This design comes from an exercise in tuning for small area, a short achievable clock period and few clock cycles per item on the open sky130 flow, not from production work. RTL that was checked went through simulation tests only; none was proved equivalent to the original. No functional check of the RTL was part of runs 2 and 3. Power figures rest on the tool's default switching activity, not on a simulated workload.

==> flow/design.v (outline; a module is shown in full before it is edited, if it fits) <==
// module mul_tree: 2642 lines
// module mac_pipeline: 78 lines
// module nn_accel: 414 lines
module nn_accel (
    input  logic         clk_i,
    input  logic         rst_i,
    input  logic         cmd_strobe_i,
    input  logic [31:0]  cmd_addr_i,
    output logic         mem_req_strobe_o,
    output logic         mem_req_rw_o,
    output logic [31:0]  mem_req_addr_o,
    output logic [31:0]  mem_req_wdata_o,
    input  logic         mem_rsp_ready_i,
    input  logic [127:0] mem_rsp_line_i,
    output logic         done_o,
    output logic [31:0]  class_o
);
  // ...
==> flow/flow/run.sh <==
#!/bin/bash
set -euo pipefail
export SETUP_SLACK_MARGIN=8
bash standard.sh > standard_flow.log 2>&1
==> flow/standard.sh <==
#!/bin/bash
# synth_recipe.tcl (not shown) runs the flow's synth.tcl, then flattens the netlist and writes it again
# the make line also repeats each setting of config.mk as NAME=value (left out here)
make -C /OpenROAD-flow-scripts/flow DESIGN_CONFIG=/design/flow/config.mk WORK_HOME=/design/flow/orfs CLKGATE_MAP_FILE= SYNTH_SCRIPT=/design/flow/synth_recipe.tcl "${@:-finish}"
==> flow/config.mk <==
export PLATFORM = sky130hd
export DESIGN_NAME = nn_accel
export DESIGN_NICKNAME = nn_accel
export VERILOG_FILES = /design/flow/design.v
export SDC_FILE = /design/flow/constraint.sdc
export NUM_CORES = 4
export LEC_CHECK = 0
export CAP_MARGIN = 20
export CORE_MARGIN = 2
export CORE_UTILIZATION = 55
export SLEW_MARGIN = 20
==> flow/constraint.sdc <==
create_clock -name core_clock -period 12.0 [get_ports {clk_i}]
set_input_delay 2.4000 -clock core_clock [delete_from_list [all_inputs] [get_ports {clk_i}]]
set_output_delay 2.4000 -clock core_clock [all_outputs]
set_load 0.01 [all_outputs]
==> out/qor.yml, run 1 <==
yosys_register_bits: 1575
fmaxAchievable_ghz: 0.230
met2_usage: 0.531
drc: 0
tap_cells: 2175
dp_cells: 9780
nNonClkInverters: 522
route.met2.wl_um: 132000
min_to: "u_mac.s1_k[0]"
outcome: "finished clean"
slew_viol_final: 0
cts_setup_buffers: 154
synthMuxAreaShare: 0.0356
timing.final.crit_share: 0.362
required_ps: 12670
worstHoldPathCells: 0
cp_num_buf_inv: 2
wire_per_inst_um: 28.0
drt-met1-wl_um: 114000
utilization: 0.647
ant_nets: 0
r2r_start: "e0_x[21]"
ff_latch_area_mm2: 0.0440
setup_viol: 0
synth_top_family_by_area: "compound AO/OA/AOI/OAI gates"
drt_iter0_drc: 7492
regMostFlops: "slot_q"
reg2reg_depth: 10
dominant_cells: "flip-flops and latches"
Testbench counts, summed over its fixed seeds: cycles 91,273, inferences 48.
==> module nn_accel, before the edit <==
module nn_accel (
    input  logic         clk_i,
    input  logic         rst_i,
    input  logic         cmd_strobe_i,
    input  logic [31:0]  cmd_addr_i,
    output logic         mem_req_strobe_o,
    output logic         mem_req_rw_o,
    output logic [31:0]  mem_req_addr_o,
    output logic [31:0]  mem_req_wdata_o,
    input  logic         mem_rsp_ready_i,
    input  logic [127:0] mem_rsp_line_i,
    output logic         done_o,
    output logic [31:0]  class_o
);
    localparam int K  = 8;
    localparam int KW = 3;
    localparam int FD = 3;         
    localparam int FW = 2;
    localparam logic [1:0] RK_LINE = 2'd0;
    localparam logic [1:0] RK_SIZ  = 2'd2;
    localparam logic [1:0] RK_WR   = 2'd3;
    localparam int MW = 1 + 1 + KW + 3 + 2 + 2 + 1 + 1;
    typedef enum logic [2:0] {
        F_IDLE, F_HDR, F_DESC, F_LINIT, F_GINIT, F_STEP, F_LWAIT, F_FIN
    } fstate_e;
    logic          strobe_q;
    logic          rw_q;
    logic [29:0]   addr_q;
    logic [31:0]   wdata_q;
    logic          pend_q;        
    logic [FD-1:0] arm_slot_q;    
    logic          arm_hdr_q;     
    logic          arm_siz_q;     
    logic          arm_last_q;    
    logic          pr_v;          
    logic [1:0]    pr_kind;
    logic          pr_last;
    logic [FW-1:0] pr_slot;
    logic [FW:0]   credit_q;      
    logic [FW-1:0] rp_q;          
    logic          done_q;
    logic          idle_q;
    logic          accept;
    logic          issue;
    logic          pop;
    assign mem_req_strobe_o = strobe_q;
    assign mem_req_rw_o     = rw_q;
    assign mem_req_addr_o   = {addr_q, 2'b00};
    assign mem_req_wdata_o  = wdata_q;
    assign done_o           = done_q;
    assign accept = cmd_strobe_i && idle_q;
    assign issue  = pr_v && (!pend_q || mem_rsp_ready_i);
    fstate_e       fs_q;
    logic [6:0]    sz_q [4];
    logic [2:0]    nl_q;           
    logic [1:0]    l_q;            
    logic [6:0]    n_q;            
    logic [6:0]    m_q;            
    logic [6:0]    j0_q;           
    logic [3:0]    g_q;            
    logic [29:0]   p_q;            
    logic [29:0]   r0_q;           
    logic [29:0]   arow0_q;        
    logic [29:0]   a_q;            
    logic [27:0]   il_q;           
    logic signed [7:0] b_q;        
    logic          wpar_q;         
    logic          fst_q;          
    logic [KW-1:0] k_q;
    logic          item_in_q;      
    logic          fgp_q;          
    logic [1:0]    gtok_q;         
    logic [3:0]    gsz_q [2];      
    logic [1:0]    gval_q;         
    logic          last_layer;
    assign last_layer = ({1'b0, l_q} == nl_q - 3'd1);
    logic          wact_q;
    logic [KW-1:0] wk_q;           
    logic [3:0]    wg_q;
    logic [29:0]   wa_q;           
    logic [6:0]    wj_q;           
    logic          wprio_q;        
    logic [127:0]  slot_q  [FD];
    logic [MW-1:0] smeta_q [FD];
    logic [FD-1:0] sv_q;
    logic [FW-1:0] hp_q;
    logic [31:0]   win_q [8];
    logic          started_q;
    logic [1:0]    t_q;
    logic          cgp_q;          
    logic [3:0]    rows_done_q;
    logic          e0_v, e0_first, e0_last;
    logic [KW-1:0] e0_k;
    logic [31:0]   e0_x;
    logic [15:0]   e0_bone, e0_btwo, e0_bneg;
    logic [31:0]   op_w;
    logic [32:0]   op_we;
    logic [31:0]   acc_val;
    logic          row_done;
    logic          complete;
    logic [30:0]   best_q;
    logic [5:0]    bidx_q;
    logic          am_v_q;
    logic [5:0]    am_j_q;
    assign class_o = {26'd0, bidx_q};
    logic          f_req;          
    logic          f_adv;          
    logic          f_prep;         
    logic          w_go;           
    logic          w_lastg;        
    logic          step_end;
    logic          ginit_go;
    logic [6:0]    rem_c;
    logic [3:0]    gnew_c;
    logic [MW-1:0] meta_c;
    logic          c_ok_q, c_hf_q, c_hb_q, c_inok_q, c_lstep_q;
    logic [1:0]    c_tlo_q, c_thi_q;
    logic [2:0]    c_base_q;
    logic          c_upd_g, c_upd_s, c_upd_r;
    function automatic logic [13:0] cand_eval(input logic signed [7:0] b, input logic [1:0] d,
                                              input logic [6:0] n, input logic wpar);
        logic signed [8:0] s, ns;
        logic ok, hf, hb, inok, lstep;
        logic [1:0] tlo, thi;
        s     = 9'(b) - 9'(d);
        ns    = $signed({2'b00, n}) - s;
        ok    = (s >= -9'sd3) && (ns >= 9'sd0);
        hf    = (s <= 9'sd0);
        hb    = (ns <= 9'sd3);
        tlo   = hf ? 2'(-s) : 2'd0;
        thi   = hb ? ns[1:0] : 2'd3;
        inok  = b < $signed({1'b0, n});
        lstep = b + 8'sd1 > $signed({1'b0, n});
        cand_eval = {ok, hf, hb, tlo, thi, 3'({wpar, 2'b00} - {1'b0, d}), inok, lstep};
    endfunction
    logic [13:0] ce_g, ce_s, ce_r;
    assign ce_g = cand_eval(-$signed({6'd0, p_q[1:0]}), r0_q[1:0] - p_q[1:0], n_q, 1'b0);
    assign ce_s = cand_eval(b_q + 8'sd4, arow0_q[1:0], n_q, !wpar_q);
    assign ce_r = cand_eval(b_q, a_q[1:0] + n_q[1:0] + 2'd1, n_q, wpar_q);
    assign c_upd_g = ginit_go;
    assign c_upd_s = f_adv && !item_in_q && step_end;
    assign c_upd_r = f_adv && !item_in_q && !step_end;
    always_ff @(posedge clk_i) begin
        if (c_upd_g || c_upd_s || c_upd_r) begin
            {c_ok_q, c_hf_q, c_hb_q, c_tlo_q, c_thi_q, c_base_q, c_inok_q, c_lstep_q} <=
                c_upd_g ? ce_g : (c_upd_s ? ce_s : ce_r);
        end
    end
    assign rem_c    = m_q - j0_q;
    assign gnew_c   = (rem_c > 7'(K)) ? 4'(K) : rem_c[3:0];
    assign f_req    = item_in_q ? c_inok_q : c_ok_q;
    assign w_go     = !pr_v && wact_q && (wprio_q || !f_req || (credit_q == '0 && !pop) || fs_q != F_STEP);
    assign w_lastg  = ({1'b0, wk_q} == wg_q - 4'd1);
    assign f_prep   = (fs_q == F_STEP) && f_req && !pr_v && !w_go && (credit_q != '0 || pop);
    assign f_adv    = (fs_q == F_STEP) && (!f_req || f_prep);
    assign step_end = !item_in_q && ({1'b0, k_q} == g_q - 4'd1);
    assign ginit_go = (fs_q == F_GINIT) && gtok_q != 2'd2;
    assign meta_c   = item_in_q ? {fgp_q, 1'b0, KW'(0), wpar_q, 2'b00, 2'd0, 2'd0, 1'b0, 1'b0}
                                : {fgp_q, 1'b1, k_q, c_base_q, c_tlo_q, c_thi_q, c_hf_q, c_hb_q};
    always_ff @(posedge clk_i) begin
        if (rst_i) begin
            strobe_q   <= 1'b0;
            pend_q     <= 1'b0;
            arm_slot_q <= '0;
            arm_hdr_q  <= 1'b0;
            arm_siz_q  <= 1'b0;
            arm_last_q <= 1'b0;
            pr_v       <= 1'b0;
            done_q     <= 1'b0;
            idle_q     <= 1'b1;
            fs_q       <= F_IDLE;
            wact_q     <= 1'b0;
            am_v_q     <= 1'b0;
            gtok_q     <= 2'd0;
            fgp_q      <= 1'b0;
            wprio_q    <= 1'b0;
        end else begin
            strobe_q <= issue || accept;
            done_q   <= mem_rsp_ready_i && arm_last_q;
            if (issue || accept) begin
                pend_q     <= 1'b1;
                arm_slot_q <= '0;
                arm_hdr_q  <= accept;
                arm_siz_q  <= issue && pr_kind == RK_SIZ;
                arm_last_q <= issue && pr_kind == RK_WR && pr_last;
                for (int i = 0; i < FD; i++) arm_slot_q[i] <= issue && pr_kind == RK_LINE && pr_slot == FW'(i);
            end else if (mem_rsp_ready_i) begin
                pend_q     <= 1'b0;
                arm_slot_q <= '0;
                arm_hdr_q  <= 1'b0;
                arm_siz_q  <= 1'b0;
                arm_last_q <= 1'b0;
            end
            if (issue) pr_v <= 1'b0;
            if ((fs_q == F_HDR) || w_go || f_prep) pr_v <= 1'b1;
            if (accept) begin
                idle_q <= 1'b0;
                fs_q   <= F_HDR;
            end
            if (mem_rsp_ready_i && arm_last_q) begin
                idle_q <= 1'b1;
                fs_q   <= F_IDLE;
            end
            if (complete) wact_q <= 1'b1;
            if (w_go && w_lastg) wact_q <= 1'b0;
            if (w_go) wprio_q <= 1'b0;
            if (f_prep) wprio_q <= 1'b1;
            am_v_q <= w_go && last_layer;
            gtok_q <= gtok_q + 2'(ginit_go) - 2'(w_go && w_lastg);
            case (fs_q)
                F_HDR:   fs_q <= F_DESC;
                F_DESC:  if (!pr_v && !pend_q) fs_q <= F_LINIT;     
                F_LINIT: fs_q <= F_GINIT;
                F_GINIT: if (ginit_go) fs_q <= F_STEP;
                F_STEP: if (f_adv && step_end && c_lstep_q) begin
                    fgp_q <= !fgp_q;                               
                    fs_q  <= (j0_q + 7'(g_q) == m_q) ? F_LWAIT : F_GINIT;
                end
                F_LWAIT: if (gtok_q == 2'd0) fs_q <= last_layer ? F_FIN : F_LINIT;
                default: ;
            endcase
        end
    end
    always_ff @(posedge clk_i) begin
        if (accept) begin
            addr_q <= {cmd_addr_i[31:4], 2'b00};
            rw_q   <= 1'b0;
        end
        if (fs_q == F_HDR) begin                           
            addr_q  <= addr_q + 30'd4;
            pr_kind <= RK_SIZ;
            pr_last <= 1'b0;
        end
        if (w_go) begin
            addr_q  <= wa_q;
            wdata_q <= acc_val;
            rw_q    <= 1'b1;
            pr_kind <= RK_WR;
            pr_last <= last_layer && (wj_q == m_q - 7'd1);
            wa_q    <= wa_q + 30'd1;
            wj_q    <= wj_q + 7'd1;
            wk_q    <= wk_q + 1'b1;
            am_j_q  <= wj_q[5:0];
        end
        if (complete) begin
            wk_q <= '0;
            wg_q <= gsz_q[cgp_q];
        end
        if (f_prep) begin
            addr_q  <= item_in_q ? {il_q, 2'b00} : {a_q[29:2], 2'b00};
            rw_q    <= 1'b0;
            pr_kind <= RK_LINE;
            pr_last <= 1'b0;
            pr_slot <= rp_q;
            smeta_q[rp_q] <= meta_c;
        end
        if (am_v_q) begin
            if (am_j_q == 6'd0 || wdata_q[30:0] > best_q) begin
                best_q <= wdata_q[30:0];
                bidx_q <= am_j_q;
            end
        end
        if (arm_hdr_q) begin
            p_q  <= mem_rsp_line_i[31:2];
            r0_q <= mem_rsp_line_i[63:34];
            nl_q <= mem_rsp_line_i[66:64];
        end
        if (arm_siz_q) begin
            for (int i = 0; i < 4; i++) sz_q[i] <= mem_rsp_line_i[32*i +: 7];
        end
        case (fs_q)
            F_DESC: l_q <= 2'd1;
            F_LINIT: begin
                n_q  <= sz_q[l_q - 2'd1];
                m_q  <= sz_q[l_q];
                j0_q <= 7'd0;
            end
            F_GINIT: if (ginit_go) begin
                if (j0_q == 7'd0) begin
                    wa_q <= p_q + 30'(n_q);
                    wj_q <= 7'd0;
                end
                g_q          <= gnew_c;
                gsz_q[fgp_q] <= gnew_c;
                b_q          <= -$signed({6'd0, p_q[1:0]});
                wpar_q       <= 1'b0;
                fst_q        <= 1'b1;
                il_q         <= p_q[29:2];
                arow0_q      <= r0_q - 30'(p_q[1:0]);
                a_q          <= r0_q - 30'(p_q[1:0]);
                k_q          <= '0;
                item_in_q    <= 1'b1;
            end
            F_STEP: if (f_adv) begin
                if (item_in_q) begin
                    item_in_q <= 1'b0;
                end else begin
                    if (fst_q) r0_q <= r0_q + 30'(n_q) + 30'd1;
                    if (step_end) begin
                        b_q       <= b_q + 8'sd4;
                        wpar_q    <= !wpar_q;
                        fst_q     <= 1'b0;
                        il_q      <= il_q + 28'd1;
                        arow0_q   <= arow0_q + 30'd4;
                        a_q       <= arow0_q + 30'd4;
                        k_q       <= '0;
                        item_in_q <= 1'b1;
                        if (c_lstep_q) j0_q <= j0_q + 7'(g_q);
                    end else begin
                        k_q <= k_q + 1'b1;
                        a_q <= a_q + 30'(n_q) + 30'd1;
                    end
                end
            end
            F_LWAIT: if (gtok_q == 2'd0 && !last_layer) begin
                p_q <= p_q + 30'(n_q);
                l_q <= l_q + 2'd1;
            end
            default: ;
        endcase
    end
    logic [127:0]    hline;
    logic [MW-1:0]   hmeta;
    logic            htag, htype;
    logic [KW-1:0]   hk;
    logic [2:0]      hbase;
    logic [1:0]      htlo, hthi;
    logic            hhf, hhb;
    logic [1:0]      tcur;
    logic            hok;
    logic            op_v;
    assign hline = slot_q[hp_q];
    assign hmeta = smeta_q[hp_q];
    assign {htag, htype, hk, hbase, htlo, hthi, hhf, hhb} = hmeta;
    assign tcur  = started_q ? t_q : htlo;
    assign hok   = sv_q[hp_q] && (!htype || (htag == cgp_q && (!wact_q || hk < wk_q)));
    assign op_v  = hok && htype;
    assign pop   = hok && (!htype || tcur == hthi);
    assign complete = gval_q[cgp_q] && rows_done_q == gsz_q[cgp_q] && !wact_q;
    always_ff @(posedge clk_i) begin
        for (int i = 0; i < FD; i++) begin
            if (arm_slot_q[i]) slot_q[i] <= mem_rsp_line_i;    
        end
        if (sv_q[hp_q] && !htype) begin
            for (int j = 0; j < 4; j++) win_q[{hbase[2], 2'(j)}] <= hline[32*j +: 32];
        end
        if (op_v) t_q <= tcur + 2'd1;
    end
    always_ff @(posedge clk_i) begin
        if (rst_i) begin
            sv_q        <= '0;
            rp_q        <= '0;
            hp_q        <= '0;
            credit_q    <= (FW+1)'(FD);
            started_q   <= 1'b0;
            cgp_q       <= 1'b0;
            gval_q      <= 2'b00;
            rows_done_q <= 4'd0;
        end else begin
            for (int i = 0; i < FD; i++) begin
                if (mem_rsp_ready_i && arm_slot_q[i]) sv_q[i] <= 1'b1;
            end
            if (pop) begin
                sv_q[hp_q] <= 1'b0;
                hp_q       <= (hp_q == FW'(FD-1)) ? '0 : hp_q + 1'b1;
            end
            if (f_prep && !item_in_q || f_prep && item_in_q) begin
                rp_q <= (rp_q == FW'(FD-1)) ? '0 : rp_q + 1'b1;
            end
            credit_q <= credit_q + (FW+1)'(pop) - (FW+1)'(f_prep);
            if (op_v) started_q <= !pop;
            if (ginit_go) gval_q[fgp_q] <= 1'b1;
            if (complete) begin
                gval_q[cgp_q] <= 1'b0;
                cgp_q         <= !cgp_q;
                rows_done_q   <= 4'd0;
            end else if (row_done) begin
                rows_done_q   <= rows_done_q + 4'd1;
            end
        end
    end
    assign op_w  = hline[32*tcur +: 32];
    assign op_we = {op_w, 1'b0};
    always_ff @(posedge clk_i) begin
        if (rst_i) e0_v <= 1'b0;
        else       e0_v <= op_v;
    end
    always_ff @(posedge clk_i) begin
        e0_k     <= hk;
        e0_first <= hhf && !started_q;
        e0_last  <= hhb && tcur == hthi;
        for (int i = 0; i < 16; i++) begin     
            e0_bone[i] <= op_we[2*i+1] ^ op_we[2*i];
            e0_btwo[i] <= (op_we[2*i+2] & ~op_we[2*i+1] & ~op_we[2*i]) | (~op_we[2*i+2] & op_we[2*i+1] & op_we[2*i]);
            e0_bneg[i] <= op_we[2*i+2] & ~(op_we[2*i+1] & op_we[2*i]);
        end
        e0_x     <= (hhb && tcur == hthi) ? 32'h0001_0000 : win_q[hbase + 3'(tcur)];
    end
    mac_pipeline #(.K(K), .KW(KW)) u_mac (
        .clk_i      (clk_i),
        .rst_i      (rst_i),
        .op_valid_i (e0_v),
        .op_first_i (e0_first),
        .op_last_i  (e0_last),
        .op_k_i     (e0_k),
        .op_x_i     (e0_x),
        .op_bone_i  (e0_bone),
        .op_btwo_i  (e0_btwo),
        .op_bneg_i  (e0_bneg),
        .rd_k_i     (wk_q),
        .rd_val_o   (acc_val),
        .row_done_o (row_done)
    );
endmodule
==> run 2, diff against run 1 <==
--- a/flow/design.v
+++ b/flow/design.v
@@ -1,4 +1,3 @@
-`timescale 1ns/1ps
 module mul_tree (
     input  logic [31:0] x,
     input  logic [15:0] bone,
@@ -2826,6 +2825,12 @@
     logic          am_v_q;
     logic [5:0]    am_j_q;
     assign class_o = {26'd0, bidx_q};
+    logic signed [8:0] s_c;
+    logic signed [8:0] ns_c;       
+    logic          row_ok;
+    logic [1:0]    tlo_c, thi_c;
+    logic          hf_c, hb_c;
+    logic          in_ok;
     logic          f_req;          
     logic          f_adv;          
     logic          f_prep;         
@@ -2836,50 +2841,26 @@
     logic [6:0]    rem_c;
     logic [3:0]    gnew_c;
     logic [MW-1:0] meta_c;
-    logic          c_ok_q, c_hf_q, c_hb_q, c_inok_q, c_lstep_q;
-    logic [1:0]    c_tlo_q, c_thi_q;
-    logic [2:0]    c_base_q;
-    logic          c_upd_g, c_upd_s, c_upd_r;
-    function automatic logic [13:0] cand_eval(input logic signed [7:0] b, input logic [1:0] d,
-                                              input logic [6:0] n, input logic wpar);
-        logic signed [8:0] s, ns;
-        logic ok, hf, hb, inok, lstep;
-        logic [1:0] tlo, thi;
-        s     = 9'(b) - 9'(d);
-        ns    = $signed({2'b00, n}) - s;
-        ok    = (s >= -9'sd3) && (ns >= 9'sd0);
-        hf    = (s <= 9'sd0);
-        hb    = (ns <= 9'sd3);
-        tlo   = hf ? 2'(-s) : 2'd0;
-        thi   = hb ? ns[1:0] : 2'd3;
-        inok  = b < $signed({1'b0, n});
-        lstep = b + 8'sd1 > $signed({1'b0, n});
-        cand_eval = {ok, hf, hb, tlo, thi, 3'({wpar, 2'b00} - {1'b0, d}), inok, lstep};
-    endfunction
-    logic [13:0] ce_g, ce_s, ce_r;
-    assign ce_g = cand_eval(-$signed({6'd0, p_q[1:0]}), r0_q[1:0] - p_q[1:0], n_q, 1'b0);
-    assign ce_s = cand_eval(b_q + 8'sd4, arow0_q[1:0], n_q, !wpar_q);
-    assign ce_r = cand_eval(b_q, a_q[1:0] + n_q[1:0] + 2'd1, n_q, wpar_q);
-    assign c_upd_g = ginit_go;
-    assign c_upd_s = f_adv && !item_in_q && step_end;
-    assign c_upd_r = f_adv && !item_in_q && !step_end;
-    always_ff @(posedge clk_i) begin
-        if (c_upd_g || c_upd_s || c_upd_r) begin
-            {c_ok_q, c_hf_q, c_hb_q, c_tlo_q, c_thi_q, c_base_q, c_inok_q, c_lstep_q} <=
-                c_upd_g ? ce_g : (c_upd_s ? ce_s : ce_r);
-        end
-    end
-    assign rem_c    = m_q - j0_q;
-    assign gnew_c   = (rem_c > 7'(K)) ? 4'(K) : rem_c[3:0];
-    assign f_req    = item_in_q ? c_inok_q : c_ok_q;
-    assign w_go     = !pr_v && wact_q && (wprio_q || !f_req || (credit_q == '0 && !pop) || fs_q != F_STEP);
+    assign s_c    = 9'(b_q) - 9'(a_q[1:0]);
+    assign ns_c   = $signed({2'b00, n_q}) - s_c;
+    assign row_ok = (s_c >= -9'sd3) && (ns_c >= 9'sd0);
+    assign hf_c   = (s_c <= 9'sd0);
+    assign hb_c   = (ns_c <= 9'sd3);
+    assign tlo_c  = hf_c ? 2'(-s_c) : 2'd0;
+    assign thi_c  = hb_c ? ns_c[1:0] : 2'd3;
+    assign in_ok  = b_q < $signed({1'b0, n_q});
+    assign rem_c  = m_q - j0_q;
+    assign gnew_c = (rem_c > 7'(K)) ? 4'(K) : rem_c[3:0];
+    assign f_req    = item_in_q ? in_ok : row_ok;
+    assign w_go     = !pr_v && wact_q && (wprio_q || !f_req || credit_q == '0 || fs_q != F_STEP);
     assign w_lastg  = ({1'b0, wk_q} == wg_q - 4'd1);
-    assign f_prep   = (fs_q == F_STEP) && f_req && !pr_v && !w_go && (credit_q != '0 || pop);
+    assign f_prep   = (fs_q == F_STEP) && f_req && !pr_v && !w_go && credit_q != '0;
     assign f_adv    = (fs_q == F_STEP) && (!f_req || f_prep);
     assign step_end = !item_in_q && ({1'b0, k_q} == g_q - 4'd1);
     assign ginit_go = (fs_q == F_GINIT) && gtok_q != 2'd2;
     assign meta_c   = item_in_q ? {fgp_q, 1'b0, KW'(0), wpar_q, 2'b00, 2'd0, 2'd0, 1'b0, 1'b0}
-                                : {fgp_q, 1'b1, k_q, c_base_q, c_tlo_q, c_thi_q, c_hf_q, c_hb_q};
+                                : {fgp_q, 1'b1, k_q, 3'({wpar_q, 2'b00} - {1'b0, a_q[1:0]}),
+                                   tlo_c, thi_c, hf_c, hb_c};
     always_ff @(posedge clk_i) begin
         if (rst_i) begin
             strobe_q   <= 1'b0;
@@ -2935,7 +2916,7 @@
                 F_DESC:  if (!pr_v && !pend_q) fs_q <= F_LINIT;     
                 F_LINIT: fs_q <= F_GINIT;
                 F_GINIT: if (ginit_go) fs_q <= F_STEP;
-                F_STEP: if (f_adv && step_end && c_lstep_q) begin
+                F_STEP: if (f_adv && step_end && b_q + 8'sd1 > $signed({1'b0, n_q})) begin
                     fgp_q <= !fgp_q;                               
                     fs_q  <= (j0_q + 7'(g_q) == m_q) ? F_LWAIT : F_GINIT;
                 end
@@ -2983,12 +2964,12 @@
                 bidx_q <= am_j_q;
             end
         end
-        if (arm_hdr_q) begin
+        if (mem_rsp_ready_i && arm_hdr_q) begin
             p_q  <= mem_rsp_line_i[31:2];
             r0_q <= mem_rsp_line_i[63:34];
             nl_q <= mem_rsp_line_i[66:64];
         end
-        if (arm_siz_q) begin
+        if (mem_rsp_ready_i && arm_siz_q) begin
             for (int i = 0; i < 4; i++) sz_q[i] <= mem_rsp_line_i[32*i +: 7];
         end
         case (fs_q)
@@ -3028,7 +3009,7 @@
                         a_q       <= arow0_q + 30'd4;
                         k_q       <= '0;
                         item_in_q <= 1'b1;
-                        if (c_lstep_q) j0_q <= j0_q + 7'(g_q);
+                        if (b_q + 8'sd1 > $signed({1'b0, n_q})) j0_q <= j0_q + 7'(g_q);
                     end else begin
                         k_q <= k_q + 1'b1;
                         a_q <= a_q + 30'(n_q) + 30'd1;
@@ -3062,7 +3043,7 @@
     assign complete = gval_q[cgp_q] && rows_done_q == gsz_q[cgp_q] && !wact_q;
     always_ff @(posedge clk_i) begin
         for (int i = 0; i < FD; i++) begin
-            if (arm_slot_q[i]) slot_q[i] <= mem_rsp_line_i;    
+            if (mem_rsp_ready_i && arm_slot_q[i]) slot_q[i] <= mem_rsp_line_i;
         end
         if (sv_q[hp_q] && !htype) begin
             for (int j = 0; j < 4; j++) win_q[{hbase[2], 2'(j)}] <= hline[32*j +: 32];
==> run 2 against run 1 <==
Compared with the run above:
- routed wire length decreased by 2.9%
- final cell count fell by 3.0%
- critical path type unchanged
- largest power group is now registers
- still clean on timing, DRC and antenna
- hold slack got worse by 1.7 ps
- critical endpoint is now smeta_q[2][11]
- register-to-register slack got worse by 150 ps
- area after synthesis decreased by 3.0%
==> out/qor.yml, run 2 <==
worstReg2RegEnd: "smeta_q[2][11]"
placed_area_mm2: 0.0915
ant_nets: 0  # unchanged
fin_skew_ps: 66.1
cp.arrival_ps: 5020
yosysMostFrequentCell: "edfxtp_1"
reg2reg_depth: 24  # +14
drive_gt1_frac: 0.181
worstSkewPairLatency_ps: 820
wire_per_inst_um: 28.1  # +0.11%
timing.final.crit_share: 0.375  # +0.0121
finalWirelength_um: 281000
cts_made_buffers: 167
hpwl_um: 165000
nets: 8621
drt_iter0_drc: 7232  # -3.5%
track_usage: 0.337
fmaxAchievable_ghz: 0.222  # -3.2%
hp-class: "flop to flop"
dr_total_vias: 63800
area_delta_synth_final_pct: 20.1
overflow: 0
synth_top_family_by_area: "compound AO/OA/AOI/OAI gates"
synthMuxAreaShare: 0.0401  # +0.00454
regMostFlops: "slot_q"
cts.path.max_buffers: 3
post-route-min-period_ps: 4500
port_buffers: 229
core_mm2: 0.158
largest_reg_flops: 384
htree_levels: 4
slew-limit-headroom: 0.0817
start_util: 0.552
grt_max_degree: 137
synth_compound_area_frac: 0.139
fp.dieH_um: 402
cts_tree: "done"
r2r_setup_slack_ps: 7500
rows: 146
synth_edf_count: 1218
p_leak_uw: 0.0383
synth.top_cell.area_share: 0.419
yosys-top-cells-count: "edfxtp_1 (1218), a22oi_1 (724), nor2_1 (476), inv_1 (452), nand2_1 (422)"
finalHoldViolations: 0
setup_viol: 0  # unchanged
synth_warnings: 5
via_per_inst: 6.36
r2r_start: "b_q[0]"
clock_sinks: 1563
critical_path_class: "flop to flop"
worst_pin_slew_ps: 1370
rsz0062_at_grt: "true"
cts_hold_buf: 0
grt_pass1_wl_um: 404000
cp_common_cell: "buf_4"
drc: 0  # unchanged
critPathSlowestCell: "edfxtp_1"
outcome: "finished clean"
critPathCaptureType: "flop"
final_cell_mix: "edfxtp_1 (1218), a22oi_1 (604), nor2_1 (461)"
synth.distinct_cells: 91
antenna_found_initial: 17
yosys.area_share.simple: 0.0733
ios: 263
first_pass_iters: 10
fin_tns_setup_ps: 0
final_cell_area_mm2: 0.105
die-area_mm2: 0.162
drv_cap: 0
ys_top_cells_by_area: "edfxtp_1 (42%), fa_1 (8.6%), dfxtp_1 (7.9%), a22oi_1 (6.2%), xnor2_1 (4.0%)"
slew_viol_final: 0  # unchanged
holdWs_ps: 325
synthAdderAreaFrac: 0.124
die_w_um: 402
yosysTopAreaCell: "edfxtp_1"
grt_pass1_vias: 62300
hold_start: "u_mac.s1_first"
synth_seq_area_share: 0.499
peakVddDrop_mv: 0.164
cpPeakStageDelay_ps: 400
synth_xor_area_frac: 0.0796
place_congestion: 0.885
syn_inst: 7414
powerDensity_mw_per_mm2: 175
synth_top_flop_cell: "edfxtp_1"
crit_path_start_kind: "flop"
min_to: "u_mac.s2_first"
path_cells: "inv_2 > ha_4 > inv_2 > fa_2 > a21boi_4 > nand2_2 > xnor2_2 > ha_4 > buf_4 > nor3_1 > nor2_1 > o21a_1 > a311oi_4 > buf_6 > buf_8 > nor4_4 > buf_4 > nand2_8 > buf_4 > buf_6 > buf_4 > buf_6 > nor3b_4 > clkbuf_16"
yosys_register_bits: 1563  # -0.76%
path_clk_slew_ps: 60
worstPathMaxFanout: 7
required_ps: 12530  # -140 ps
cts_root_buf: "clkbuf_16"
async_flop_share: 0
syn-cell-area_mm2: 0.0872
synth_area_per_cell_um2: 11.8
worstHoldPathCells: 0  # unchanged
layout_commonest_cell: "edfxtp_1"
## run 2: cell types whose count changed after synthesis, moves of 26 or more
cell and change:
nand3_1 -29, inv_1 -64, xor2_1 -34, xnor2_1 +26
nand2_1 -64, o21ai_0 -33, nor2_1 +70, ha_1 -52
## run 2: worst max-delay path by stage
| stage | from | to | slack (ps) |
|---|---|---|---|
| detailed placement | mem_rsp_ready_i | slot_q[1][89] | 6410 |
| global route | b_q[0] | smeta_q[2][11] | 7390 |
| finish | b_q[0] | smeta_q[2][11] | 7500 |
| floorplan | b_q[0] | arow0_q[10] | 7240 |
| global placement | mem_rsp_ready_i | slot_q[0][89] | 6420 |
| CTS | b_q[0] | credit_q[2] | 7540 |
## run 2: critical path, delay by kind of cell (launching register included)
family,cells,cell delay (ps)
adders and majority gates,3,670
AOI/OAI and AO/OA,3,530
and+or+nand+nor,6,930
buffers and inverters,11,1430
xor gates and xnor gates,1,220
DFF,1,400
## run 2: cell families after synthesis
logic type | after synthesis
compound gates | 1767
flops | 1563
simple gates | 1389
buf+inv | 1001
xor+xnor | 791
fa+ha+maj | 642
mux | 260
other cells | 1
## run 2: layer usage
metal	GRT usage	up-vias	wire length (um)
met3	0.0808	869	27800
met5	0.00119	-	377
met4	0.155	28	14800
met2	0.522	3355	128000
li1	-	27700	-
met1	0.451	31800	111000
## run 2: timing repair
| item | CTS | global route |
|---|---|---|
| buffers inserted | 230 | 89 |
| pin swaps | 203 | 255 |
| cloned | 46 | 18 |
| setup endpoints to repair | 785 | 705 |
| gates resized for setup | 614 | 328 |
| endpoints found under the hold margin | 0 | 0 |
## run 2: stage by stage
| stage | std cells | util | worst slack [ps] | power (uW) |
|---|---|---|---|---|
| after floorplan | 7442 | - | 7240 | 10900 |
| after global placement | 9333 | 0.579 | 6420 | 12700 |
| after detailed placement | 9334 | 0.579 | 6410 | 12800 |
| after CTS | 9918 | 0.647 | 7540 | 18200 |
| after global routing | 10000 | 0.663 | 7390 | 19400 |
| final | 10000 | 0.663 | 7500 | 18400 |
## run 2: power by group
group	internal (uW)	leakage (uW)	total, uW	switching [uW]
clock network	2870	0.00264	5060	2190
registers	6600	0.0139	7010	415
logic	2650	0.0218	6300	3650
## run 2: area by class of cell
cell class / instances / area (um2)
fill: 11900 / 53200
sequential: 1563 / 43700
multi-input combinational: 4885 / 42200
timing repair buffer: 739 / 9060
clock buffer: 231 / 4660
tap: 2072 / 2590
inverter: 457 / 1790
clock inverter: 77 / 747
timing repair inverter: 2 / 25.0
antenna: 5 / 12.5
==> module mac_pipeline, before the edit <==
module mac_pipeline #(
    parameter int K  = 8,
    parameter int KW = 3
) (
    input  logic          clk_i,
    input  logic          rst_i,
    input  logic          op_valid_i,
    input  logic          op_first_i,
    input  logic          op_last_i,
    input  logic [KW-1:0] op_k_i,
    input  logic [31:0]   op_x_i,
    input  logic [15:0]   op_bone_i,
    input  logic [15:0]   op_btwo_i,
    input  logic [15:0]   op_bneg_i,
    input  logic [KW-1:0] rd_k_i,
    output logic [31:0]   rd_val_o,       
    output logic          row_done_o      
);
    logic          s1_v, s1_first, s1_last;
    logic [KW-1:0] s1_k;
    logic [31:0]   s1_ra, s1_rb;
    logic          s1_c16;
    logic [31:0]   t_ra, t_rb;
    logic          t_c16;
    mul_tree u_tree (
        .x    (op_x_i),
        .bone (op_bone_i),
        .btwo (op_btwo_i),
        .bneg (op_bneg_i),
        .ra   (t_ra),
        .rb   (t_rb),
        .c16  (t_c16)
    );
    always_ff @(posedge clk_i) begin
        if (rst_i) s1_v <= 1'b0;
        else       s1_v <= op_valid_i;
    end
    always_ff @(posedge clk_i) begin
        s1_first <= op_first_i;
        s1_last  <= op_last_i;
        s1_k     <= op_k_i;
        s1_ra    <= t_ra;
        s1_rb    <= t_rb;
        s1_c16   <= t_c16;
    end
    logic          s2_v, s2_first, s2_last;
    logic [K-1:0]  s2_sel;
    logic [31:0]   s2_p;
    always_ff @(posedge clk_i) begin
        if (rst_i) s2_v <= 1'b0;
        else       s2_v <= s1_v;
    end
    always_ff @(posedge clk_i) begin
        s2_first <= s1_first;
        s2_last  <= s1_last;
        for (int i = 0; i < K; i++) s2_sel[i] <= (s1_k == KW'(i));
        s2_p     <= s1_ra + s1_rb + {31'd0, s1_c16};
    end
    logic [31:0] acc_q [K];
    logic [31:0] acc_rd;
    logic [31:0] acc_nx;
    logic [31:0] acc_wb;
    always_comb begin
        acc_rd = '0;
        for (int i = 0; i < K; i++) begin
            if (s2_sel[i]) acc_rd = acc_rd | acc_q[i];
        end
    end
    assign acc_nx = (s2_first ? 32'd0 : acc_rd) + s2_p;
    always_ff @(posedge clk_i) begin
        for (int i = 0; i < K; i++) begin
            if (s2_v && s2_sel[i]) acc_q[i] <= acc_nx;
        end
    end
    assign acc_wb     = acc_q[rd_k_i];
    assign rd_val_o   = acc_wb[31] ? 32'd0 : acc_wb;
    assign row_done_o = s2_v && s2_last;
endmodule
==> run 3, diff against run 2 <==
--- a/flow/design.v
+++ b/flow/design.v
@@ -2677,8 +2677,6 @@
     always_ff @(posedge clk_i) begin
         if (rst_i) s1_v <= 1'b0;
         else       s1_v <= op_valid_i;
-    end
-    always_ff @(posedge clk_i) begin
         s1_first <= op_first_i;
         s1_last  <= op_last_i;
         s1_k     <= op_k_i;
@@ -2686,38 +2684,22 @@
         s1_rb    <= t_rb;
         s1_c16   <= t_c16;
     end
-    logic          s2_v, s2_first, s2_last;
-    logic [K-1:0]  s2_sel;
-    logic [31:0]   s2_p;
-    always_ff @(posedge clk_i) begin
-        if (rst_i) s2_v <= 1'b0;
-        else       s2_v <= s1_v;
-    end
-    always_ff @(posedge clk_i) begin
-        s2_first <= s1_first;
-        s2_last  <= s1_last;
-        for (int i = 0; i < K; i++) s2_sel[i] <= (s1_k == KW'(i));
-        s2_p     <= s1_ra + s1_rb + {31'd0, s1_c16};
-    end
     logic [31:0] acc_q [K];
     logic [31:0] acc_rd;
+    logic [31:0] acc_base;
     logic [31:0] acc_nx;
     logic [31:0] acc_wb;
-    always_comb begin
-        acc_rd = '0;
-        for (int i = 0; i < K; i++) begin
-            if (s2_sel[i]) acc_rd = acc_rd | acc_q[i];
-        end
-    end
-    assign acc_nx = (s2_first ? 32'd0 : acc_rd) + s2_p;
+    assign acc_rd   = acc_q[s1_k];
+    assign acc_base = s1_first ? 32'd0 : acc_rd;
+    assign acc_nx   = acc_base + s1_ra + s1_rb + {31'd0, s1_c16};
     always_ff @(posedge clk_i) begin
         for (int i = 0; i < K; i++) begin
-            if (s2_v && s2_sel[i]) acc_q[i] <= acc_nx;
+            if (s1_v && s1_k == KW'(i)) acc_q[i] <= acc_nx;
         end
     end
     assign acc_wb     = acc_q[rd_k_i];
     assign rd_val_o   = acc_wb[31] ? 32'd0 : acc_wb;
-    assign row_done_o = s2_v && s2_last;
+    assign row_done_o = s1_v && s1_last;
 endmodule
 `timescale 1ns/1ps
 module nn_accel (
@@ -2739,6 +2721,7 @@
     localparam int FD = 3;         
     localparam int FW = 2;
     localparam logic [1:0] RK_LINE = 2'd0;
+    localparam logic [1:0] RK_HDR  = 2'd1;
     localparam logic [1:0] RK_SIZ  = 2'd2;
     localparam logic [1:0] RK_WR   = 2'd3;
     localparam int MW = 1 + 1 + KW + 3 + 2 + 2 + 1 + 1;
@@ -2750,18 +2733,17 @@
     logic [29:0]   addr_q;
     logic [31:0]   wdata_q;
     logic          pend_q;        
-    logic [FD-1:0] arm_slot_q;    
-    logic          arm_hdr_q;     
-    logic          arm_siz_q;     
-    logic          arm_last_q;    
+    logic [1:0]    pkind_q;
+    logic          plast_q;
+    logic [MW-1:0] pmeta_q;
     logic          pr_v;          
     logic [1:0]    pr_kind;
     logic          pr_last;
-    logic [FW-1:0] pr_slot;
+    logic [MW-1:0] pr_meta;
     logic [FW:0]   credit_q;      
-    logic [FW-1:0] rp_q;          
     logic          done_q;
     logic          idle_q;
+    logic          rdy;
     logic          accept;
     logic          issue;
     logic          pop;
@@ -2770,6 +2752,7 @@
     assign mem_req_addr_o   = {addr_q, 2'b00};
     assign mem_req_wdata_o  = wdata_q;
     assign done_o           = done_q;
+    assign rdy    = mem_rsp_ready_i && pend_q;
     assign accept = cmd_strobe_i && idle_q;
     assign issue  = pr_v && (!pend_q || mem_rsp_ready_i);
     fstate_e       fs_q;
@@ -2805,7 +2788,7 @@
     logic [127:0]  slot_q  [FD];
     logic [MW-1:0] smeta_q [FD];
     logic [FD-1:0] sv_q;
-    logic [FW-1:0] hp_q;
+    logic [FW-1:0] wp_q, hp_q;
     logic [31:0]   win_q [8];
     logic          started_q;
     logic [1:0]    t_q;
@@ -2832,15 +2815,10 @@
     logic          hf_c, hb_c;
     logic          in_ok;
     logic          f_req;          
-    logic          f_adv;          
-    logic          f_prep;         
+    logic          f_go;           
     logic          w_go;           
-    logic          w_lastg;        
     logic          step_end;
-    logic          ginit_go;
     logic [6:0]    rem_c;
-    logic [3:0]    gnew_c;
-    logic [MW-1:0] meta_c;
     assign s_c    = 9'(b_q) - 9'(a_q[1:0]);
     assign ns_c   = $signed({2'b00, n_q}) - s_c;
     assign row_ok = (s_c >= -9'sd3) && (ns_c >= 9'sd0);
@@ -2850,179 +2828,175 @@
     assign thi_c  = hb_c ? ns_c[1:0] : 2'd3;
     assign in_ok  = b_q < $signed({1'b0, n_q});
     assign rem_c  = m_q - j0_q;
-    assign gnew_c = (rem_c > 7'(K)) ? 4'(K) : rem_c[3:0];
-    assign f_req    = item_in_q ? in_ok : row_ok;
-    assign w_go     = !pr_v && wact_q && (wprio_q || !f_req || credit_q == '0 || fs_q != F_STEP);
-    assign w_lastg  = ({1'b0, wk_q} == wg_q - 4'd1);
-    assign f_prep   = (fs_q == F_STEP) && f_req && !pr_v && !w_go && credit_q != '0;
-    assign f_adv    = (fs_q == F_STEP) && (!f_req || f_prep);
+    assign f_req    = (fs_q == F_STEP) && (item_in_q ? in_ok : row_ok);
+    assign w_go     = !pr_v && wact_q && (wprio_q || !f_req || credit_q == '0);
+    assign f_go     = !pr_v && !w_go && (fs_q == F_STEP) && (!f_req || credit_q != '0);
     assign step_end = !item_in_q && ({1'b0, k_q} == g_q - 4'd1);
-    assign ginit_go = (fs_q == F_GINIT) && gtok_q != 2'd2;
-    assign meta_c   = item_in_q ? {fgp_q, 1'b0, KW'(0), wpar_q, 2'b00, 2'd0, 2'd0, 1'b0, 1'b0}
-                                : {fgp_q, 1'b1, k_q, 3'({wpar_q, 2'b00} - {1'b0, a_q[1:0]}),
-                                   tlo_c, thi_c, hf_c, hb_c};
     always_ff @(posedge clk_i) begin
         if (rst_i) begin
-            strobe_q   <= 1'b0;
-            pend_q     <= 1'b0;
-            arm_slot_q <= '0;
-            arm_hdr_q  <= 1'b0;
-            arm_siz_q  <= 1'b0;
-            arm_last_q <= 1'b0;
-            pr_v       <= 1'b0;
-            done_q     <= 1'b0;
-            idle_q     <= 1'b1;
-            fs_q       <= F_IDLE;
-            wact_q     <= 1'b0;
-            am_v_q     <= 1'b0;
-            gtok_q     <= 2'd0;
-            fgp_q      <= 1'b0;
-            wprio_q    <= 1'b0;
+            strobe_q <= 1'b0;
+            pend_q   <= 1'b0;
+            pr_v     <= 1'b0;
+            done_q   <= 1'b0;
+            idle_q   <= 1'b1;
+            fs_q     <= F_IDLE;
+            wact_q   <= 1'b0;
+            am_v_q   <= 1'b0;
         end else begin
             strobe_q <= issue || accept;
-            done_q   <= mem_rsp_ready_i && arm_last_q;
-            if (issue || accept) begin
-                pend_q     <= 1'b1;
-                arm_slot_q <= '0;
-                arm_hdr_q  <= accept;
-                arm_siz_q  <= issue && pr_kind == RK_SIZ;
-                arm_last_q <= issue && pr_kind == RK_WR && pr_last;
-                for (int i = 0; i < FD; i++) arm_slot_q[i] <= issue && pr_kind == RK_LINE && pr_slot == FW'(i);
-            end else if (mem_rsp_ready_i) begin
-                pend_q     <= 1'b0;
-                arm_slot_q <= '0;
-                arm_hdr_q  <= 1'b0;
-                arm_siz_q  <= 1'b0;
-                arm_last_q <= 1'b0;
+            done_q   <= 1'b0;
+            if (rdy) pend_q <= 1'b0;
+            if (issue) begin
+                pend_q  <= 1'b1;
+                pkind_q <= pr_kind;
+                plast_q <= pr_last;
+                pmeta_q <= pr_meta;
+                pr_v    <= 1'b0;
             end
-            if (issue) pr_v <= 1'b0;
-            if ((fs_q == F_HDR) || w_go || f_prep) pr_v <= 1'b1;
             if (accept) begin
-                idle_q <= 1'b0;
-                fs_q   <= F_HDR;
+                pend_q  <= 1'b1;
+                pkind_q <= RK_HDR;
+                plast_q <= 1'b0;
+                addr_q  <= {cmd_addr_i[31:4], 2'b00};
+                rw_q    <= 1'b0;
+                idle_q  <= 1'b0;
+                fs_q    <= F_HDR;
+                fgp_q   <= 1'b0;
+                gtok_q  <= 2'd0;
+                wprio_q <= 1'b0;
             end
-            if (mem_rsp_ready_i && arm_last_q) begin
+            if (rdy && pkind_q == RK_WR && plast_q) begin
+                done_q <= 1'b1;
                 idle_q <= 1'b1;
                 fs_q   <= F_IDLE;
             end
-            if (complete) wact_q <= 1'b1;
-            if (w_go && w_lastg) wact_q <= 1'b0;
-            if (w_go) wprio_q <= 1'b0;
-            if (f_prep) wprio_q <= 1'b1;
-            am_v_q <= w_go && last_layer;
-            gtok_q <= gtok_q + 2'(ginit_go) - 2'(w_go && w_lastg);
+            if (complete) begin
+                wact_q <= 1'b1;
+                wk_q   <= '0;
+                wg_q   <= gsz_q[cgp_q];
+            end
+            if (w_go) begin
+                addr_q  <= wa_q;
+                wdata_q <= acc_val;
+                rw_q    <= 1'b1;
+                pr_kind <= RK_WR;
+                pr_last <= last_layer && (wj_q == m_q - 7'd1);
+                pr_v    <= 1'b1;
+                wprio_q <= 1'b0;
+                wa_q    <= wa_q + 30'd1;
+                wj_q    <= wj_q + 7'd1;
+                wk_q    <= wk_q + 1'b1;
+                am_v_q  <= last_layer;
+                am_j_q  <= wj_q[5:0];
+                if ({1'b0, wk_q} == wg_q - 4'd1) wact_q <= 1'b0;
+            end
+            if (accept) gtok_q <= 2'd0;
+            else gtok_q <= gtok_q + 2'(fs_q == F_GINIT && gtok_q != 2'd2)
+                                  - 2'(w_go && {1'b0, wk_q} == wg_q - 4'd1);
+            if (am_v_q) begin
+                am_v_q <= w_go && last_layer;
+                if (am_j_q == 6'd0 || wdata_q[30:0] > best_q) begin
+                    best_q <= wdata_q[30:0];
+                    bidx_q <= am_j_q;
+                end
+            end
             case (fs_q)
-                F_HDR:   fs_q <= F_DESC;
-                F_DESC:  if (!pr_v && !pend_q) fs_q <= F_LINIT;     
-                F_LINIT: fs_q <= F_GINIT;
-                F_GINIT: if (ginit_go) fs_q <= F_STEP;
-                F_STEP: if (f_adv && step_end && b_q + 8'sd1 > $signed({1'b0, n_q})) begin
-                    fgp_q <= !fgp_q;                               
-                    fs_q  <= (j0_q + 7'(g_q) == m_q) ? F_LWAIT : F_GINIT;
+                F_HDR: begin                         
+                    addr_q  <= addr_q + 30'd4;
+                    pr_kind <= RK_SIZ;
+                    pr_last <= 1'b0;
+                    pr_v    <= 1'b1;
+                    fs_q    <= F_DESC;
+                end
+                F_DESC: if (!pr_v && !pend_q) begin   
+                    l_q  <= 2'd1;
+                    fs_q <= F_LINIT;
+                end
+                F_LINIT: begin
+                    n_q  <= sz_q[l_q - 2'd1];
+                    m_q  <= sz_q[l_q];
+                    j0_q <= 7'd0;
+                    fs_q <= F_GINIT;
+                end
+                F_GINIT: if (gtok_q != 2'd2) begin
+                    if (j0_q == 7'd0) begin
+                        wa_q <= p_q + 30'(n_q);
+                        wj_q <= 7'd0;
+                    end
+                    g_q           <= (rem_c > 7'(K)) ? 4'(K) : rem_c[3:0];
+                    gsz_q[fgp_q]  <= (rem_c > 7'(K)) ? 4'(K) : rem_c[3:0];
+                    b_q           <= -$signed({6'd0, p_q[1:0]});
+                    wpar_q        <= 1'b0;
+                    fst_q         <= 1'b1;
+                    il_q          <= p_q[29:2];
+                    arow0_q       <= r0_q - 30'(p_q[1:0]);
+                    a_q           <= r0_q - 30'(p_q[1:0]);
+                    k_q           <= '0;
+                    item_in_q     <= 1'b1;
+                    fs_q          <= F_STEP;
+                end
+                F_STEP: if (f_go) begin
+                    if (f_req) begin
+                        rw_q    <= 1'b0;
+                        pr_kind <= RK_LINE;
+                        pr_last <= 1'b0;
+                        pr_v    <= 1'b1;
+                        wprio_q <= 1'b1;
+                        if (item_in_q) begin
+                            addr_q  <= {il_q, 2'b00};
+                            pr_meta <= {fgp_q, 1'b0, KW'(0), wpar_q, 2'b00, 2'd0, 2'd0, 1'b0, 1'b0};
+                        end else begin
+                            addr_q  <= {a_q[29:2], 2'b00};
+                            pr_meta <= {fgp_q, 1'b1, k_q, 3'({wpar_q, 2'b00} - {1'b0, a_q[1:0]}),
+                                        tlo_c, thi_c, hf_c, hb_c};
+                        end
+                    end
+                    if (item_in_q) begin
+                        item_in_q <= 1'b0;
+                    end else begin
+                        if (fst_q) r0_q <= r0_q + 30'(n_q) + 30'd1;
+                        if (step_end) begin
+                            b_q       <= b_q + 8'sd4;
+                            wpar_q    <= !wpar_q;
+                            fst_q     <= 1'b0;
+                            il_q      <= il_q + 28'd1;
+                            arow0_q   <= arow0_q + 30'd4;
+                            a_q       <= arow0_q + 30'd4;
+                            k_q       <= '0;
+                            item_in_q <= 1'b1;
+                            if (b_q + 8'sd1 > $signed({1'b0, n_q})) begin    
+                                fgp_q <= !fgp_q;
+                                j0_q  <= j0_q + 7'(g_q);
+                                fs_q  <= (j0_q + 7'(g_q) == m_q) ? F_LWAIT : F_GINIT;
+                            end
+                        end else begin
+                            k_q <= k_q + 1'b1;
+                            a_q <= a_q + 30'(n_q) + 30'd1;
+                        end
+                    end
+                end
+                F_LWAIT: if (gtok_q == 2'd0) begin      
+                    if (!last_layer) begin
+                        p_q  <= p_q + 30'(n_q);
+                        l_q  <= l_q + 2'd1;
+                        fs_q <= F_LINIT;
+                    end else begin
+                        fs_q <= F_FIN;
+                    end
                 end
-                F_LWAIT: if (gtok_q == 2'd0) fs_q <= last_layer ? F_FIN : F_LINIT;
                 default: ;
             endcase
         end
-    end
-    always_ff @(posedge clk_i) begin
-        if (accept) begin
-            addr_q <= {cmd_addr_i[31:4], 2'b00};
-            rw_q   <= 1'b0;
-        end
-        if (fs_q == F_HDR) begin                           
-            addr_q  <= addr_q + 30'd4;
-            pr_kind <= RK_SIZ;
-            pr_last <= 1'b0;
-        end
-        if (w_go) begin
-            addr_q  <= wa_q;
-            wdata_q <= acc_val;
-            rw_q    <= 1'b1;
-            pr_kind <= RK_WR;
-            pr_last <= last_layer && (wj_q == m_q - 7'd1);
-            wa_q    <= wa_q + 30'd1;
-            wj_q    <= wj_q + 7'd1;
-            wk_q    <= wk_q + 1'b1;
-            am_j_q  <= wj_q[5:0];
-        end
-        if (complete) begin
-            wk_q <= '0;
-            wg_q <= gsz_q[cgp_q];
-        end
-        if (f_prep) begin
-            addr_q  <= item_in_q ? {il_q, 2'b00} : {a_q[29:2], 2'b00};
-            rw_q    <= 1'b0;
-            pr_kind <= RK_LINE;
-            pr_last <= 1'b0;
-            pr_slot <= rp_q;
-            smeta_q[rp_q] <= meta_c;
-        end
-        if (am_v_q) begin
-            if (am_j_q == 6'd0 || wdata_q[30:0] > best_q) begin
-                best_q <= wdata_q[30:0];
-                bidx_q <= am_j_q;
-            end
-        end
-        if (mem_rsp_ready_i && arm_hdr_q) begin
+        if (rdy && pkind_q == RK_HDR) begin
             p_q  <= mem_rsp_line_i[31:2];
             r0_q <= mem_rsp_line_i[63:34];
             nl_q <= mem_rsp_line_i[66:64];
         end
-        if (mem_rsp_ready_i && arm_siz_q) begin
+        if (rdy && pkind_q == RK_SIZ) begin
             for (int i = 0; i < 4; i++) sz_q[i] <= mem_rsp_line_i[32*i +: 7];
         end
-        case (fs_q)
-            F_DESC: l_q <= 2'd1;
-            F_LINIT: begin
-                n_q  <= sz_q[l_q - 2'd1];
-                m_q  <= sz_q[l_q];
-                j0_q <= 7'd0;
-            end
-            F_GINIT: if (ginit_go) begin
-                if (j0_q == 7'd0) begin
-                    wa_q <= p_q + 30'(n_q);
-                    wj_q <= 7'd0;
-                end
-                g_q          <= gnew_c;
-                gsz_q[fgp_q] <= gnew_c;
-                b_q          <= -$signed({6'd0, p_q[1:0]});
-                wpar_q       <= 1'b0;
-                fst_q        <= 1'b1;
-                il_q         <= p_q[29:2];
-                arow0_q      <= r0_q - 30'(p_q[1:0]);
-                a_q          <= r0_q - 30'(p_q[1:0]);
-                k_q          <= '0;
-                item_in_q    <= 1'b1;
-            end
-            F_STEP: if (f_adv) begin
-                if (item_in_q) begin
-                    item_in_q <= 1'b0;
-                end else begin
-                    if (fst_q) r0_q <= r0_q + 30'(n_q) + 30'd1;
-                    if (step_end) begin
-                        b_q       <= b_q + 8'sd4;
-                        wpar_q    <= !wpar_q;
-                        fst_q     <= 1'b0;
-                        il_q      <= il_q + 28'd1;
-                        arow0_q   <= arow0_q + 30'd4;
-                        a_q       <= arow0_q + 30'd4;
-                        k_q       <= '0;
-                        item_in_q <= 1'b1;
-                        if (b_q + 8'sd1 > $signed({1'b0, n_q})) j0_q <= j0_q + 7'(g_q);
-                    end else begin
-                        k_q <= k_q + 1'b1;
-                        a_q <= a_q + 30'(n_q) + 30'd1;
-                    end
-                end
-            end
-            F_LWAIT: if (gtok_q == 2'd0 && !last_layer) begin
-                p_q <= p_q + 30'(n_q);
-                l_q <= l_q + 2'd1;
-            end
-            default: ;
-        endcase
     end
+    logic            cap;
     logic [127:0]    hline;
     logic [MW-1:0]   hmeta;
     logic            htag, htype;
@@ -3033,6 +3007,8 @@
     logic [1:0]      tcur;
     logic            hok;
     logic            op_v;
+    logic            prep_line;
+    assign cap   = rdy && pkind_q == RK_LINE;
     assign hline = slot_q[hp_q];
     assign hmeta = smeta_q[hp_q];
     assign {htag, htype, hk, hbase, htlo, hthi, hhf, hhb} = hmeta;
@@ -3040,20 +3016,19 @@
     assign hok   = sv_q[hp_q] && (!htype || (htag == cgp_q && (!wact_q || hk < wk_q)));
     assign op_v  = hok && htype;
     assign pop   = hok && (!htype || tcur == hthi);
-    assign complete = gval_q[cgp_q] && rows_done_q == gsz_q[cgp_q] && !wact_q;
+    assign complete  = gval_q[cgp_q] && rows_done_q == gsz_q[cgp_q] && !wact_q;
+    assign prep_line = f_go && f_req;
     always_ff @(posedge clk_i) begin
-        for (int i = 0; i < FD; i++) begin
-            if (mem_rsp_ready_i && arm_slot_q[i]) slot_q[i] <= mem_rsp_line_i;
+        if (cap) begin
+            slot_q[wp_q]  <= mem_rsp_line_i;
+            smeta_q[wp_q] <= pmeta_q;
         end
         if (sv_q[hp_q] && !htype) begin
             for (int j = 0; j < 4; j++) win_q[{hbase[2], 2'(j)}] <= hline[32*j +: 32];
         end
-        if (op_v) t_q <= tcur + 2'd1;
-    end
-    always_ff @(posedge clk_i) begin
-        if (rst_i) begin
+        if (rst_i || accept) begin
             sv_q        <= '0;
-            rp_q        <= '0;
+            wp_q        <= '0;
             hp_q        <= '0;
             credit_q    <= (FW+1)'(FD);
             started_q   <= 1'b0;
@@ -3061,19 +3036,20 @@
             gval_q      <= 2'b00;
             rows_done_q <= 4'd0;
         end else begin
-            for (int i = 0; i < FD; i++) begin
-                if (mem_rsp_ready_i && arm_slot_q[i]) sv_q[i] <= 1'b1;
+            if (cap) begin
+                sv_q[wp_q] <= 1'b1;
+                wp_q       <= (wp_q == FW'(FD-1)) ? '0 : wp_q + 1'b1;
             end
             if (pop) begin
                 sv_q[hp_q] <= 1'b0;
                 hp_q       <= (hp_q == FW'(FD-1)) ? '0 : hp_q + 1'b1;
             end
-            if (f_prep && !item_in_q || f_prep && item_in_q) begin
-                rp_q <= (rp_q == FW'(FD-1)) ? '0 : rp_q + 1'b1;
+            credit_q <= credit_q + (FW+1)'(pop) - (FW+1)'(prep_line);
+            if (op_v) begin
+                started_q <= !pop;
+                t_q       <= tcur + 2'd1;
             end
-            credit_q <= credit_q + (FW+1)'(pop) - (FW+1)'(f_prep);
-            if (op_v) started_q <= !pop;
-            if (ginit_go) gval_q[fgp_q] <= 1'b1;
+            if (fs_q == F_GINIT && gtok_q != 2'd2) gval_q[fgp_q] <= 1'b1;
             if (complete) begin
                 gval_q[cgp_q] <= 1'b0;
                 cgp_q         <= !cgp_q;
@@ -3088,8 +3064,6 @@
     always_ff @(posedge clk_i) begin
         if (rst_i) e0_v <= 1'b0;
         else       e0_v <= op_v;
-    end
-    always_ff @(posedge clk_i) begin
         e0_k     <= hk;
         e0_first <= hhf && !started_q;
         e0_last  <= hhb && tcur == hthi;
==> flow/run.sh (new file) <==
#!/bin/bash
# synth_recipe.tcl (not shown) runs the flow's synth.tcl, then flattens the netlist and writes it again
# the make line also repeats each setting of config.mk as NAME=value (left out here)
make -C /OpenROAD-flow-scripts/flow DESIGN_CONFIG=/design/flow/config.mk WORK_HOME=/design/flow/orfs CLKGATE_MAP_FILE= SYNTH_SCRIPT=/design/flow/synth_recipe.tcl finish
--- a/flow/config.mk
+++ b/flow/config.mk
@@ -8,4 +8,5 @@
 export CAP_MARGIN = 20
 export CORE_MARGIN = 2
 export CORE_UTILIZATION = 55
+export SETUP_SLACK_MARGIN = 5
 export SLEW_MARGIN = 20
removed: flow/flow/run.sh
removed: flow/standard.sh
==> run 3 against run 2 <==
Compared with the run above:
- largest power group is now combinational cells
- still clean
- via count shrank 6.8%
- combinational power is 110% higher
- clock-buffer cell count decreased by 23
- largest cell class unchanged
- first-iteration DRC count is 14% lower
==> out/qor.yml, run 3 <==
antenna_found_initial: 35  # +18
cts_made_buffers: 166  # -0.60%
die-area_mm2: 0.163  # +0.97%
p_leak_uw: 0.0350  # -8.6%
synth_edf_count: 1355  # +11%
finalHoldViolations: 0  # unchanged
hpwl_um: 170000  # +3.0%
synth.distinct_cells: 85  # -6.6%
first_pass_iters: 9  # -1
area_delta_synth_final_pct: 11.3
regMostFlops: "slot_q"
layout_commonest_cell: "edfxtp_1"
place_congestion: 0.884  # about the same
nets: 8071  # -6.4%
port_buffers: 229  # unchanged
final_cell_mix: "edfxtp_1 (1355), nand2_1 (529), a22oi_1 (464)"
ff_latch_area_mm2: 0.0445  # +1.9%
worst_pin_slew_ps: 1180  # -191 ps
core_mm2: 0.159  # +0.46%
yosysMostFrequentCell: "edfxtp_1"
hold_start: "e0_k[2]"
via_per_inst: 6.26  # -1.5%
cts.path.max_buffers: 3  # unchanged
worstSkewPairLatency_ps: 840  # +20 ps
slew-limit-headroom: 0.203  # +0.122
r2r_start: "u_mac.s1_k[2]"
setup_viol: 0  # unchanged
fin_tns_setup_ps: 0  # unchanged
cp.arrival_ps: 7240  # +2220 ps
ys_top_cells_by_area: "edfxtp_1 (46%), fa_1 (9.2%), dfxtp_1 (4.3%), xor2_1 (4.0%), a22oi_1 (4.0%)"
fin_skew_ps: 61.3  # -4.83 ps
synth_top_flop_cell: "edfxtp_1"
outcome: "finished clean"
placed_area_mm2: 0.0925  # +1.0%
clock_sinks: 1543  # -1.3%
wire_per_inst_um: 27.7  # -1.1%
drc: 0  # unchanged
synth_warnings: 4  # -1
drv_cap: 0  # unchanged
synth_seq_area_share: 0.505  # +0.00616
reg2reg_depth: 17  # -29%
grt_pass1_vias: 59500  # -4.5%
syn_inst: 7211  # -2.7%
rsz0062_at_grt: "false"
ant_nets: 0  # unchanged
cts_tree: "done"
yosys_register_bits: 1543  # -1.3%
powerDensity_mw_per_mm2: 261  # +49%
finalWirelength_um: 263000  # -6.5%
final_cell_area_mm2: 0.0980  # -6.4%
crit_path_start_kind: "flop"
cp-startpoint: "u_mac.s1_k[2]"
post-route-min-period_ps: 6690  # +2190 ps
synth_area_per_cell_um2: 12.2  # +3.8%
yosys-top-cells-count: "edfxtp_1 (1355), nand2_1 (531), a22oi_1 (464), inv_1 (447)"
cts_root_buf: "clkbuf_16"
required_ps: 12550  # +20 ps
hp-class: "flop to flop"
grt_pass1_wl_um: 388000  # -4.0%
fp.dieH_um: 404  # +0.49%
power.total_uw: 25600  # +40%
ios: 263  # unchanged
htree_levels: 4  # unchanged
fmaxAchievable_ghz: 0.150  # -33%
largest_reg_flops: 384  # unchanged
worstHoldPathCells: 0  # unchanged
drt_iter0_drc: 6244  # -14%
worstPathMaxFanout: 37  # +30
fillers: 12800  # +7.5%
synth.top_cell.area_share: 0.462  # +0.0426
r2r_setup_slack_ps: 5310  # -2190 ps
critical_path_class: "flop to flop"
slew_viol_final: 0  # unchanged
timing.final.crit_share: 0.557  # +0.183
grt_max_degree: 161  # +18%
rows: 146  # unchanged
overflow: 0  # unchanged
start_util: 0.555  # +0.00287
dr_total_vias: 59500  # -6.8%
peakVddDrop_mv: 0.557  # +240%
path_clk_slew_ps: 60  # about the same
multiInputGateArea_mm2: 0.0402  # -4.8%
track_usage: 0.322  # -0.0150
die_w_um: 404  # +0.49%
critPathCaptureType: "flop"
yosysTopAreaCell: "edfxtp_1"
drive_gt1_frac: 0.0928  # -0.0885
async_flop_share: 0  # unchanged
syn-cell-area_mm2: 0.0881  # +0.99%
-- run 3: cell types whose count changed after synthesis, sizes merged, moves of 108 or more --
| cell | delta |
|---|---|
| dfxtp | -157 |
| mux2i | +221 |
| nor2 | -160 |
| nand2 | +108 |
| a21oi | -147 |
| edfxtp | +137 |
| a22oi | -260 |
-- run 3: worst paths after layout --
path                                           end
worst max-delay path            u_mac.acc_q[3][31]
worst min-delay path                 u_mac.s1_k[2]
worst max register to register  u_mac.acc_q[3][31]
worst min register to register       u_mac.s1_k[2]
-- run 3: where the power goes --
| group | total (uW) | internal, uW | switching (uW) |
|---|---|---|---|
| sequential | 7580 | 7270 | 308 |
| clock | 5070 | 2860 | 2210 |
| combinational | 13000 | 4910 | 8080 |
-- run 3: cell families (layout without fill, tap and decap cells) --
logic type / count (synthesis) / after routing / share of synthesized area
buf+inv: 986 / 1162 / 0.0438
compound gates: 1418 / 1418 / 0.109
fa+ha+maj: 635 / 635 / 0.125
other cells: 1 / 33 / 0.0000426
simple gates: 1328 / 1328 / 0.0690
flops: 1543 / 1543 / 0.505
xor+xnor: 795 / 795 / 0.0791
mux: 505 / 505 / 0.0693
-- run 3: through the flow --
stage	hold slack [ps]	utilization	cells	setup slack, ps
after floorplan	310	-	7239	5050
after global placement	310	0.583	9175	4960
after detailed placement	312	0.583	9175	4920
after CTS	322	0.617	9486	5020
after global routing	331	0.617	9487	5040
final	323	0.618	9491	5310
-- run 3: layout make-up --
| cell class | count | area share |
|---|---|---|
| multi-input cells | 4710 | 0.410 |
| diodes | 4 | 0.000102 |
| flip-flops and latches | 1543 | 0.454 |
| clock buffers | 208 | 0.0451 |
| repair buffers | 395 | 0.0365 |
| inverters | 456 | 0.0176 |
| clock inverters | 103 | 0.0103 |
| well taps | 2072 | 0.0264 |
-- run 3: what timing repair did --
item                       4_1_cts  5_1_grt
hold buffers                     0        0
buffers inserted                 0        0
setup endpoints to repair       17       36
resized for setup                2       11
-- run 3: per-layer routing --
metal / GRT usage / up-vias / part of all wire
met5: 0 / - / 0.0013
met4: 0.149 / 56 / 0.050
met3: 0.0737 / 684 / 0.087
met2: 0.509 / 2663 / 0.46
met1: 0.424 / 29800 / 0.40
li1: - / 26200 / -
-- run 3: worst max-delay path, stage by stage (launching register included) --
cell,delay [ps]
dfxtp_2,310
buf_4,480
clkinvlp_4,450
buf_4,360
nand2_2,330
buf_4,440
nor2_1,70
nor3_1,650
fa_1,540
ha_1,310
nand4_1,150
a211oi_1,520
a21oi_1,170
a211oi_2,390
a41oi_1,200
o21ai_0,450
nor4_1,120
nor3_2,440

[static timing again, ports no longer ideal]
How much do the figures lean on ideal ports? The routed layouts below were timed once more, with nothing changed but the port constraints. Step 1 assumes that a clkbuf_16 drives the clock port and a buf_2 every other input. Step 2 adds t to the input delays and takes it off the output delays; t is the mean of the earliest and latest rising clock arrival at the registers after step 1. Input paths then give back, and output paths get back, about the clock's delay inside the block. a / b / c = no drivers / after step 1 / after step 2; a / b = the first two.
run	t, ns	setup slack, ns	worst setup path after step 2	worst register clock-pin slew, ns
run 1	0.899	7.650 / 7.650 / 7.444	input to register	0.07 / 0.07
run 2	0.889	7.505 / 7.505 / 7.271	input to register	0.07 / 0.07
run 3	0.895	5.311 / 5.311 / 5.311	register to register	0.07 / 0.07
After both steps every run listed still meets setup and hold. The setup slack of run 2, which loses most, moves by 0.000 ns with the drivers and by -0.234 ns with both steps.
